Source: an optimization exercise on an open RTL-to-GDS flow (aim: small area). Production flows keep margins and buffers that such runs may drop. Only simulation tests tie the RTL to the original design; equivalence was not proved. The clock port is modelled as an ideal driver, which makes a skipped or thinned clock tree look cheaper than it is; a real chip needs a root buffer or a tree. No activity file was given, so power comes from the tool's default toggle rates.

Setup of v42:
Design rb_window_stream, start of the top module:
module rb_window_stream #(
    parameter int PIXEL_WIDTH = 8,
    parameter int K           = 3,
    parameter int IMG_WIDTH   = 128,
    parameter int IMG_HEIGHT  = 128
) (
    input  logic                                 clk,
    input  logic                                 rst,
    input  logic                                 in_valid,
    output logic                                 in_ready,
    input  logic [PIXEL_WIDTH-1:0]               in_pixel,
    input  logic                                 in_sof,
    output logic                                 out_valid,
    input  logic                                 out_ready,
    output logic [K*PIXEL_WIDTH-1:0]             out_col,
    output logic [$clog2(IMG_WIDTH)-1:0]         out_x,
    output logic [$clog2(IMG_HEIGHT)-1:0]        out_y,
    output logic                                 out_eof
);
    localparam int XW    = $clog2(IMG_WIDTH);
    localparam int YW    = $clog2(IMG_HEIGHT);
    localparam int PW    = PIXEL_WIDTH;
    localparam int DEPTH = (K - 1) * IMG_WIDTH + 1;    
    localparam logic [XW-1:0] X_LAST = XW'(IMG_WIDTH - 1);
    localparam logic [YW-1:0] Y_LAST = YW'(IMG_HEIGHT - 1);
    localparam logic [YW-1:0] Y_PRIM = YW'(K - 1);
    logic              adv;
    logic              accept;
    logic              move;        
    logic              s1_valid_reg;
    logic              s1_sof_reg;
    logic [PW-1:0]     s1_pixel_reg;
    logic              out_full_reg;
    logic [XW-1:0]     out_x_reg;   
    logic [YW-1:0]     out_y_reg;
    logic [XW-1:0]     s1_x;
    logic [YW-1:0]     s1_y;
    logic [PW-1:0]     sr [DEPTH];
    assign adv    = !out_valid || out_ready;
    assign in_ready = adv && !rst;
    assign accept = in_valid && adv && !rst;
    assign move   = adv && s1_valid_reg;
    always_comb begin
        if (s1_sof_reg) begin
            s1_x = '0;
            s1_y = '0;
        end else if (out_x_reg == X_LAST) begin
            s1_x = '0;
            s1_y = (out_y_reg == Y_LAST) ? '0 : out_y_reg + YW'(1);
        end else begin
  ...
For scale: about 2200 cells after synthesis, about 2100 flip-flops, roughly 54 I/O pins.
==> flow/config.mk <==
export PLATFORM = sky130hd
export DESIGN_NAME = rb_window_stream
export DESIGN_NICKNAME = rb_window_stream
export VERILOG_FILES = /design/flow/design.v
export SDC_FILE = /design/flow/constraint.sdc
export NUM_CORES = 4
export LEC_CHECK = 0
export ABC_CLOCK_PERIOD_IN_PS = 20000
export CAP_MARGIN = 20
export CORE_MARGIN = 2
export CORE_UTILIZATION = 75
export GPL_TIMING_DRIVEN = 0
export SLEW_MARGIN = 20
==> flow/constraint.sdc <==
create_clock -name core_clock -period 5.0 [get_ports {clk}]
set_input_delay 1.0000 -clock core_clock [delete_from_list [all_inputs] [get_ports {clk}]]
set_output_delay 1.0000 -clock core_clock [all_outputs]
set_load 0.01 [all_outputs]
standard.sh (not shown) runs the stock make flow with config.mk's settings and CLKGATE_MAP_FILE= SYNTH_SCRIPT=/design/flow/synth_recipe.tcl, a recipe that flattens the netlist after the stock synthesis.
==> flow/flow/run.sh <==
#!/bin/bash
# Standard layout (standard.sh), except:
# - the clock tree is built by hand (flow/cts_hook.tcl, flow/trees.tcl): the
#   flip-flops are split into 60 equal clusters, each driven by an inverter,
#   under 8 inverters and two levels of clock buffers, so every flip-flop sees
#   two inversions and the same number of stages;
# - the shift register's enable is buffered by hand (flow/resize_hook.tcl),
#   with placement not timing-driven so that it adds no buffers of its own;
# - synthesis's buffers are removed before placement (flow/place_hook.tcl),
#   as timing-driven placement would do;
# - each port gets the smallest buffer.
set -euo pipefail
export PRE_CTS_TCL="$PWD/flow/cts_hook.tcl"
export PRE_GLOBAL_PLACE_TCL="$PWD/flow/place_hook.tcl"
export PRE_RESIZE_TCL="$PWD/flow/resize_hook.tcl"
export BUFFER_PORTS_ARGS="-buffer_cell sky130_fd_sc_hd__buf_1"
bash standard.sh > standard.log 2>&1
==> flow/flow/cts_hook.tcl <==
# Runs at the start of ORFS's cts.tcl: builds the clock tree by hand
# (flow/trees.tcl) and turns the CTS call that follows, and the cloning of
# clock inverters before it, into no-ops; the rest of the CTS step
# (legalisation, timing repair) runs as usual.
source [file join [file dirname [info script]] trees.tcl]
tr_clock clk {{60 sky130_fd_sc_hd__inv_12} {8 sky130_fd_sc_hd__inv_12} {2 sky130_fd_sc_hd__clkbuf_8} {1 sky130_fd_sc_hd__clkbuf_16}}
set_propagated_clock [all_clocks]
rename repair_clock_inverters ""
proc repair_clock_inverters {args} { puts "repair_clock_inverters skipped: tree built by flow/trees.tcl" }
rename clock_tree_synthesis ""
proc clock_tree_synthesis {args} { puts "clock_tree_synthesis skipped: tree built by flow/trees.tcl" }
==> flow/flow/place_hook.tcl <==
# Runs at the start of ORFS's global_place.tcl, before the ports are buffered:
# removes the buffers that synthesis put in (timing-driven placement would do
# this itself; this flow's placement is not timing-driven).
remove_buffers
==> flow/flow/resize_hook.tcl <==
# Runs before repair_design in ORFS's resize.tcl: buffers the shift register's
# enable (the net with the most sinks) by hand as 24 clusters, each driven by
# an inverter, under 3 inverters (flow/trees.tcl), and keeps repair_design to
# the smaller buffers.
source [file join [file dirname [info script]] trees.tcl]
set_dont_use {sky130_fd_sc_hd__buf_6 sky130_fd_sc_hd__buf_8 sky130_fd_sc_hd__buf_12 sky130_fd_sc_hd__buf_16 sky130_fd_sc_hd__bufinv_8 sky130_fd_sc_hd__bufinv_16 sky130_fd_sc_hd__bufbuf_8 sky130_fd_sc_hd__bufbuf_16}
tr_fanout {{24 sky130_fd_sc_hd__inv_4} {3 sky130_fd_sc_hd__inv_4}}
==> flow/flow/trees.tcl <==
# Hand-built buffer trees. The sinks of a net are split by recursive bisection
# into equal-sized clusters, each driven by a buffer or inverter at its
# centre; the cells of each level are grouped the same way under the next
# level's. A tree of inverters needs an even number of inverting levels.

proc tr_split {items n} {
  # items: list of {iterm x y}; returns n groups of near-equal size, split
  # recursively across the wider side of their bounding box
  if {$n <= 1} { return [list $items] }
  set xs [lmap e $items {lindex $e 1}]; set ys [lmap e $items {lindex $e 2}]
  set dx [expr {[tcl::mathfunc::max {*}$xs] - [tcl::mathfunc::min {*}$xs]}]
  set dy [expr {[tcl::mathfunc::max {*}$ys] - [tcl::mathfunc::min {*}$ys]}]
  set k [expr {$dx >= $dy ? 1 : 2}]
  set s [lsort -real -index $k $items]
  set n1 [expr {$n / 2}]
  set h [expr {([llength $s] * $n1 + $n / 2) / $n}]
  return [concat [tr_split [lrange $s 0 [expr {$h-1}]] $n1] [tr_split [lrange $s $h end] [expr {$n - $n1}]]]
}

# Drive each group from a new cell (buffer or inverter) at the group's centre;
# returns the new cells' inputs as the next level's items.
proc tr_level {groups master prefix sigtype} {
  set block [ord::get_db_block]
  set m [[ord::get_db] findMaster $master]
  set next {}
  set i 0
  foreach g $groups {
    set net [odb::dbNet_create $block "${prefix}_${i}_net"]
    $net setSigType $sigtype
    set buf [odb::dbInst_create $block $m "${prefix}_${i}"]
    foreach e $g {
      set it [lindex $e 0]
      if {[$it getNet] ne "NULL"} { $it disconnect }
      $it connect $net
    }
    foreach it [$buf getITerms] {
      if {[$it getIoType] eq "OUTPUT"} { $it connect $net }
    }
    set sx 0; set sy 0
    foreach e $g { set sx [expr {$sx + [lindex $e 1]}]; set sy [expr {$sy + [lindex $e 2]}] }
    set cx [expr {int($sx / [llength $g])}]; set cy [expr {int($sy / [llength $g])}]
    $buf setLocation $cx $cy
    $buf setPlacementStatus PLACED
    lappend next [list [$buf findITerm A] $cx $cy]
    incr i
  }
  return $next
}

proc tr_item {it} {
  set b [[$it getInst] getBBox]
  return [list $it [expr {([$b xMin]+[$b xMax])/2}] [expr {([$b yMin]+[$b yMax])/2}]]
}

# Build the tree for net's sinks (iterms); levels: list of {count master}
# from the leaves up. The top level's inputs go back on net.
proc tr_build {net sinks levels prefix sigtype} {
  set items [lmap it $sinks {tr_item $it}]
  puts "buffer tree $prefix: [llength $items] sinks on [$net getName]"
  set li 0
  foreach lv $levels {
    lassign $lv n master
    set items [tr_level [tr_split $items $n] $master "${prefix}_l${li}" $sigtype]
    puts "buffer tree $prefix: level $li, [llength $items] x $master"
    incr li
  }
  foreach e $items { [lindex $e 0] connect $net }
}

# The clock tree: every flip-flop's clock pin on the clock net.
proc tr_clock {clk_net_name levels} {
  set net [[ord::get_db_block] findNet $clk_net_name]
  set sinks {}
  foreach it [$net getITerms] {
    if {[[[$it getInst] getMaster] isSequential]} { lappend sinks $it }
  }
  tr_build $net $sinks $levels ct CLOCK
}

# The signal net with the most sinks (the shift register's enable); nets
# that reach a clock pin are skipped.
proc tr_widest_net {} {
  set best NULL; set bn 0
  foreach net [[ord::get_db_block] getNets] {
    if {[$net getSigType] ne "SIGNAL"} { continue }
    set its [$net getITerms]
    set n [llength $its]
    if {$n <= $bn} { continue }
    set clock 0
    foreach it $its { if {[[$it getMTerm] getSigType] eq "CLOCK"} { set clock 1; break } }
    if {$clock} { continue }
    if {$n > $bn} { set bn $n; set best $net }
  }
  return $best
}

proc tr_fanout {levels} {
  set net [tr_widest_net]
  set sinks {}
  foreach it [$net getITerms] {
    if {[$it getIoType] eq "INPUT"} { lappend sinks $it }
  }
  tr_build $net $sinks $levels ft SIGNAL
}
Input changes introduced in v6 (baseline for comparison: v42):
- ABC_AREA now 1, previously not set
- ABC_CLOCK_PERIOD_IN_PS no longer set, was 20000
-- flow/flow/run.sh --
<<< v42, line 4
#   flip-flops are split into 60 equal clusters, each driven by an inverter,
>>> v6, line 4
#   flip-flops are split into 64 equal clusters, each driven by an inverter,
-- flow/flow/cts_hook.tcl --
<<< v42, line 6
tr_clock clk {{60 sky130_fd_sc_hd__inv_12} {8 sky130_fd_sc_hd__inv_12} {2 sky130_fd_sc_hd__clkbuf_8} {1 sky130_fd_sc_hd__clkbuf_16}}
>>> v6, line 6
tr_clock clk {{64 sky130_fd_sc_hd__inv_12} {8 sky130_fd_sc_hd__inv_16} {2 sky130_fd_sc_hd__clkbuf_16} {1 sky130_fd_sc_hd__clkbuf_16}}
-- flow/flow/trees.tcl --
<<< v42, line 2
# into equal-sized clusters, each driven by a buffer or inverter at its
# centre; the cells of each level are grouped the same way under the next
# level's. A tree of inverters needs an even number of inverting levels.
>>> v6, line 2
# into equal-sized clusters, each driven by a buffer at its centre; the
# buffers of each level are grouped the same way under the next level's.
<<< v42, line 20
# Drive each group from a new cell (buffer or inverter) at the group's centre;
# returns the new cells' inputs as the next level's items.
>>> v6, line 19
# Drive each group from a new buffer at the group's centre; returns the new
# buffers' inputs as the next level's items.
### Flow results
The worst path arrival time number comes out lower for v6 vs v42.
v6 vs. v42: routed length on met3 climbed about 6%; final critical-path share of the clock period dropped 12 points; global placement routability congestion climbed about 4.6%.
The estimated power of v6 ends up higher than the estimate for v42.
Wire length of the first global-routing pass: v42 vs v6, no meaningful difference
Compared v6 vs v42, and proportion of power drawn by the clock network is up in v6.
Of v42 and v6, v6 shows the higher net switching power of the design, with v42 below it.
Modified inputs, v21 compared to v6
- a deleted ABC_AREA that had been 1
==> flow/flow/run.sh <==
#!/bin/bash
# Standard layout, except: the clock tree is built by hand as 104 balanced leaf
# clusters under 13 mid-level buffers and one root buffer (flow/cts_hook.tcl);
# the shift register's enable is buffered by hand (flow/resize_hook.tcl), with
# placement not timing-driven so that it adds no buffers of its own; and each
# port gets the smallest buffer.
set -euo pipefail
export PRE_CTS_TCL="$PWD/flow/cts_hook.tcl"
export PRE_RESIZE_TCL="$PWD/flow/resize_hook.tcl"
export BUFFER_PORTS_ARGS="-buffer_cell sky130_fd_sc_hd__buf_1"
bash standard.sh > standard.log 2>&1
-- flow/flow/cts_hook.tcl --
<<< v6, line 6
tr_clock clk {{64 sky130_fd_sc_hd__inv_12} {8 sky130_fd_sc_hd__inv_16} {2 sky130_fd_sc_hd__clkbuf_16} {1 sky130_fd_sc_hd__clkbuf_16}}
>>> v21, line 6
tr_clock clk {{96 sky130_fd_sc_hd__inv_8} {12 sky130_fd_sc_hd__inv_16} {1 sky130_fd_sc_hd__clkbuf_16}}
-- flow/flow/resize_hook.tcl --
<<< v6, line 2
# enable (the net with the most sinks) by hand as 24 clusters, each driven by
# an inverter, under 3 inverters (flow/trees.tcl), and keeps repair_design to
# the smaller buffers.
>>> v21, line 2
# enable (the net with the most sinks) by hand as 24 clusters under 3
# mid-level buffers (flow/trees.tcl), and keeps repair_design to the smaller
# buffers.
<<< v6, line 7
tr_fanout {{24 sky130_fd_sc_hd__inv_4} {3 sky130_fd_sc_hd__inv_4}}
>>> v21, line 7
tr_fanout {{24 sky130_fd_sc_hd__buf_4} {3 sky130_fd_sc_hd__buf_4}}
removed: flow/flow/place_hook.tcl
==> comparison <==
[v21] total power rose 120 uW relative to v6. In v21, detail-routed net length per standard cell is lower than in v6. Of v6 and v21, v6 shows the higher multi-input logic cell count, with v21 below it. Sort v6 and v21 by number of vias in the routed layout asc -> top: v6. v6 and v21 ended up with roughly the same synthesized cell area. v21 against v6: share of the final layout cell area in sequential cells closely matched the old numbers, layout overhead on the synthesized area increased by 0.17 points relative to the old numbers. Buffers plus inverters on the worst setup path: v21 vs v6 up 4.
Input-level comparison between v41 and v21:
==> flow/flow/cts_hook.tcl <==
# Runs before clock_tree_synthesis in ORFS's cts.tcl: builds the clock tree by
# hand (flow/trees.tcl) and turns the CTS call that follows into a no-op; the
# rest of the CTS step (legalisation, timing repair) runs as usual.
source [file join [file dirname [info script]] trees.tcl]
tr_clock clk {{104 sky130_fd_sc_hd__clkbuf_8} {13 sky130_fd_sc_hd__clkbuf_8} {4 sky130_fd_sc_hd__clkbuf_8} {1 sky130_fd_sc_hd__clkbuf_16}}
set_propagated_clock [all_clocks]
rename clock_tree_synthesis ""
proc clock_tree_synthesis {args} { puts "clock_tree_synthesis skipped: tree built by flow/trees.tcl" }
-- flow/flow/trees.tcl --
<<< v21, line 35
    foreach it [$buf getITerms] {
      if {[$it getIoType] eq "OUTPUT"} { $it connect $net }
    }
>>> v41, line 35
    [$buf findITerm X] connect $net
<<< v21, line 79
# The signal net with the most sinks (the shift register's enable); nets
# that reach a clock pin are skipped.
>>> v41, line 77
# The signal net with the most sinks (the shift register's enable).
<<< v21, line 85
    set its [$net getITerms]
    set n [llength $its]
    if {$n <= $bn} { continue }
    set clock 0
    foreach it $its { if {[[$it getMTerm] getSigType] eq "CLOCK"} { set clock 1; break } }
    if {$clock} { continue }
>>> v41, line 82
    set n [llength [$net getITerms]]
Notes after the runs:
Max fraction of power consumed by the clock network across v21 and v41: v41. On v41: wire length of the first global-routing pass is 0.32% higher than what v21 gave. On post-route clock period utilization, v21 tracks v41 almost exactly. Per the comparison of v41 with v21, power consumed by the clock network went up, total power after layout went up, biggest cell delay along the critical path did not really move, post-route cell area went up. Between v41 and v21, it is v41 whose wire length reported by the detailed router is higher, by 400 um. For v21 and v41, there was not a single run that failed to finish clean. Diff v21 -> v41: routing usage on met1 went down by 0.42 points; maximum vdd ir drop went down about 50%.
Modified inputs, v33 compared to v41
-- flow/flow/cts_hook.tcl --
<<< v41, line 5
tr_clock clk {{104 sky130_fd_sc_hd__clkbuf_8} {13 sky130_fd_sc_hd__clkbuf_8} {4 sky130_fd_sc_hd__clkbuf_8} {1 sky130_fd_sc_hd__clkbuf_16}}
>>> v33, line 5
tr_clock clk {{104 sky130_fd_sc_hd__clkbuf_8} {13 sky130_fd_sc_hd__clkbuf_8} {1 sky130_fd_sc_hd__clkbuf_16}}
-- flow/flow/trees.tcl --
<<< v41, line 77
# The signal net with the most sinks (the shift register's enable).
>>> v33, line 77
# The signal net with the most sinks (the shift register's enable); nets
# that reach a clock pin are skipped.
<<< v41, line 82
    set n [llength [$net getITerms]]
>>> v33, line 83
    set its [$net getITerms]
    set n [llength $its]
    if {$n <= $bn} { continue }
    set clock 0
    foreach it $its { if {[[$it getMTerm] getSigType] eq "CLOCK"} { set clock 1; break } }
    if {$clock} { continue }
[summary]
In summary, v33 completed successfully, with a layout that passed the timing, design-rule and antenna checks. Aggregate routed wire length, v33 and v41: smaller value in v33. The utilization of v41 and that of v33 are within noise of each other. The number of vias after detailed routing was comparable across v33 and v41. v33 and v41 ended up with nearly the same cell area. Between v41 and v33, the final cell count does not differ in any meaningful way. Run comparison: v33 worst min-delay path category reg2reg; v41 worst min-delay path category in2reg.
No run of this note takes its clock network from TritonCTS; it comes from the design's own scripts or RTL.

port drivers added, routing unchanged:
No port has a modelled driver above. Below, the same layouts with a new extraction and two added sets of constraints.
Step 1 (the two cells are an assumption about what drives the block):
set clk [get_ports {clk}]
set_driving_cell -lib_cell sky130_fd_sc_hd__clkbuf_16 $clk
set_driving_cell -lib_cell sky130_fd_sc_hd__buf_2 [delete_from_list [all_inputs] $clk]
Step 2 also shifts input and output timing later by t, the mid clock arrival at the registers, as if the neighbouring blocks saw the same clock.
Three values: ideal ports, drivers, drivers and shift; two values: the first two.
run	t, ns	setup slack, ns	cell pins on the clock port's net
v42	0.777	1.108 / 1.108 / 0.777	1
v6	0.710	1.691 / 1.627 / 1.940	1
v21	0.857	1.498 / 1.446 / 1.431	1
v41	0.812	1.491 / 1.482 / 1.438	1
v33	0.744	1.475 / 1.475 / 1.411	1
After both steps every run listed still meets setup and hold. For v42, which loses most, drivers alone change the setup slack by 0.000 ns; drivers and shift together by -0.331 ns.
